What follows belongs to an exercise in optimizing a design on an open flow for small area, a short achievable clock period and few clock cycles per item; a production flow would make more cautious choices. In this exercise RTL edits were held to simulation tests only and were not proved equivalent to the original.

## anffl_tex_etc1_encoder
module anffl_tex_etc1_encoder
(
  input  logic        clk,
  input  logic        rst_n,
  input  logic        in_valid,
  output logic        in_ready,
  input  logic [23:0] in_texel,
  output logic        out_valid,
  input  logic        out_ready,
  output logic [63:0] out_block,
  output logic        busy
);
Size in the first run: roughly 1600 flip-flops.
clock: 17.0 ns
lec_check: 0
cap_margin: 20
core_margin: 2
core_utilization: 40
cts_cluster_diameter: 100
cts_cluster_size: 25
slew_margin: 20
run.sh (not shown) runs the stock make flow with config.mk's settings and CLKGATE_MAP_FILE= SYNTH_SCRIPT=/design/flow/synth_recipe.tcl, a recipe that flattens the netlist after the stock synthesis.
Testbench counts at the start, summed over its fixed seeds: cycles 6,328, blocks 384.
==> next run, changes <==
--- a/flow/design.v
+++ b/flow/design.v
@@ -160,115 +160,97 @@
   output logic        in_ready,
   input  logic [23:0] in_texel,
   output logic        out_valid,
   input  logic        out_ready,
   output logic [63:0] out_block,
   output logic        busy
 );
   localparam int AW = anffl_tex_pkg::AW;
   logic [3:0] ph, widx, ph_n, widx_n;
-  logic       pend, run_q, done_pend, fill, ov, rdy_q, busy_q;
-  logic       ov_o, slot_q, pok_q, rdy_i;
-  logic       last_q;    
-  logic       inc;       
+  logic       pend, run_q, done_pend, fill, ov, wr_d, rdy_q, busy_q;
   logic       pend_n, run_n, done_n, fill_n, ov_n, start_n;
   logic [2:0] nblk, nblk_n;
   logic       start, ev0, wr, ta, tb, idle;
   logic       v1, v2, v3;
   assign start     = (ph == 4'd0) && pend && (!done_pend || !ov);
   assign ev0       = (ph == 4'd0) ? start : run_q;
-  assign rdy_i     = slot_q && pok_q;
-  assign inc       = in_valid && last_q;
-  assign wr        = in_valid && rdy_i;
+  assign wr        = in_valid && rdy_q;
   assign ta        = (ph == 4'd3) && done_pend && !ov && !fill;
   assign tb        = (ph == 4'd5) && fill;
   assign in_ready  = rdy_q;
-  assign out_valid = ov_o;
+  assign out_valid = ov;
   assign idle      = (widx == 4'd0) && !pend && !run_q && !done_pend && !fill
                      && !v1 && !v2 && !v3;
   assign busy      = busy_q;
   always_comb begin
     ph_n    = (ph == 4'd0 && idle && !wr) ? 4'd0 : ph + 4'd1;
     widx_n  = wr ? widx + 4'd1 : widx;
-    pend_n  = inc ? 1'b1 : (start ? 1'b0 : pend);
+    pend_n  = (wr && widx == 4'd15) ? 1'b1 : (start ? 1'b0 : pend);
     run_n   = (ph == 4'd0) ? start : run_q;
     done_n  = (ph == 4'd15 && run_q) ? 1'b1 : (tb ? 1'b0 : done_pend);
     fill_n  = ta ? 1'b1 : (tb ? 1'b0 : fill);
     ov_n    = tb ? 1'b1 : ((ov && out_ready) ? 1'b0 : ov);
-    case ({inc, ov && out_ready})
+    case ({wr && widx == 4'd15, ov && out_ready})
       2'b10:   nblk_n = nblk + 3'd1;
       2'b01:   nblk_n = nblk - 3'd1;
       default: nblk_n = nblk;
     endcase
     start_n = (ph_n == 4'd0) && pend_n && (!done_n || !ov_n);
   end
-  logic dec_ok, busy_n, rdy_n;
+  logic inc_ok, dec_ok, busy_n, rdy_n;
   logic [3:0] rdy_w;    
-  logic [3:0] slot_w, pok_w, last_w;
-  logic       slot_n, pok_n, last_n;
+  assign inc_ok = rdy_q && (widx == 4'd15);
   assign dec_ok = ov;
   always_comb begin
     for (int k = 0; k < 4; k++) begin
       logic       w, o, pn, dn, on, sn;
       logic [3:0] wn, phk;
-      w  = k[1] && rdy_i;
+      w  = k[1] && rdy_q;
       o  = k[0];
       wn = w ? widx + 4'd1 : widx;
       phk = (ph == 4'd0 && idle && !w) ? 4'd0 : ph + 4'd1;
       pn = (w && widx == 4'd15) ? 1'b1 : (start ? 1'b0 : pend);
       on = tb ? 1'b1 : ((ov && o) ? 1'b0 : ov);
       sn = (phk == 4'd0) && pn && (!done_n || !on);
-      slot_w[k] = (phk == wn);
-      pok_w[k]  = !pn || sn;
-      rdy_w[k]  = slot_w[k] && pok_w[k];
-      last_w[k] = rdy_w[k] && (wn == 4'd15);
+      rdy_w[k] = (phk == wn) && (!pn || sn);
     end
-    last_n = last_w[{in_valid, out_ready}];
-    rdy_n  = rdy_w[{in_valid, out_ready}];
-    slot_n = slot_w[{in_valid, out_ready}];
-    pok_n  = pok_w[{in_valid, out_ready}];
-    case ({inc, out_ready && dec_ok})
+    rdy_n = rdy_w[{in_valid, out_ready}];
+    case ({in_valid && inc_ok, out_ready && dec_ok})
       2'b10:   busy_n = 1'b1;
       2'b01:   busy_n = (nblk > 3'd1);
       default: busy_n = (nblk != 3'd0);
     endcase
   end
   always_ff @(posedge clk or negedge rst_n) begin
     if (!rst_n) begin
       ph        <= '0;
       widx      <= '0;
       pend      <= 1'b0;
       run_q     <= 1'b0;
       done_pend <= 1'b0;
       fill      <= 1'b0;
       ov        <= 1'b0;
+      wr_d      <= 1'b0;
       nblk      <= '0;
       rdy_q     <= 1'b0;
       busy_q    <= 1'b0;
-      slot_q    <= 1'b0;
-      pok_q     <= 1'b0;
-      ov_o      <= 1'b0;
-      last_q    <= 1'b0;
     end else begin
       ph        <= ph_n;
       widx      <= widx_n;
       pend      <= pend_n;
       run_q     <= run_n;
       done_pend <= done_n;
       fill      <= fill_n;
       ov        <= ov_n;
+      wr_d      <= wr;
       nblk      <= nblk_n;
       rdy_q     <= rdy_n;
       busy_q    <= busy_n;
-      slot_q    <= slot_n;
-      pok_q     <= pok_n;
-      ov_o      <= tb || (ov_o && !out_ready);
-      last_q    <= last_n;
     end
   end
   logic [23:0] tr [16];
   always_ff @(posedge clk) begin
     for (int i = 0; i < 15; i++) tr[i] <= tr[i+1];
     tr[15] <= wr ? in_texel : tr[0];
   end
   logic [10:0] sum [2][3];
   logic [1:0]  wsb;       
What happened: The new run passed the timing, design-rule and antenna checks. Fmax is higher by 7.8%. Synthesized cell count grows by 2.4%. Die area goes up by 0.99%. Worst setup slack gains 0.42 ns. Cell count grows by 1.7%. Area after synthesis came out higher by 1.0%.
Testbench counts after the change, summed over its fixed seeds: cycles 6,328, blocks 384.

-- port drivers added, routing unchanged --
No port has a modelled driver above. Below, the same layouts with a new extraction and two added sets of constraints.
Step 1, drivers: a clkbuf_16 drives clk and a buf_2 each remaining input, both assumed.
Step 2 also shifts input and output timing later by t, the mid clock arrival at the registers, as if the neighbouring blocks saw the same clock.
Three values: no drivers, after step 1, after step 2; two values: the first two.
run	t (ns)	setup slack, ns	hold WS [ns]	worst setup path after step 2
the first run	0.820	11.147 / 11.147 / 11.147	0.309 / 0.309 / 0.309	register to register
the second run	0.806	11.571 / 11.571 / 11.115	0.277 / 0.277 / 0.277	input to register
After both steps every run listed still meets setup and hold. For the second run, which loses most, drivers alone change the setup slack by 0.000 ns; drivers and shift together by -0.456 ns.
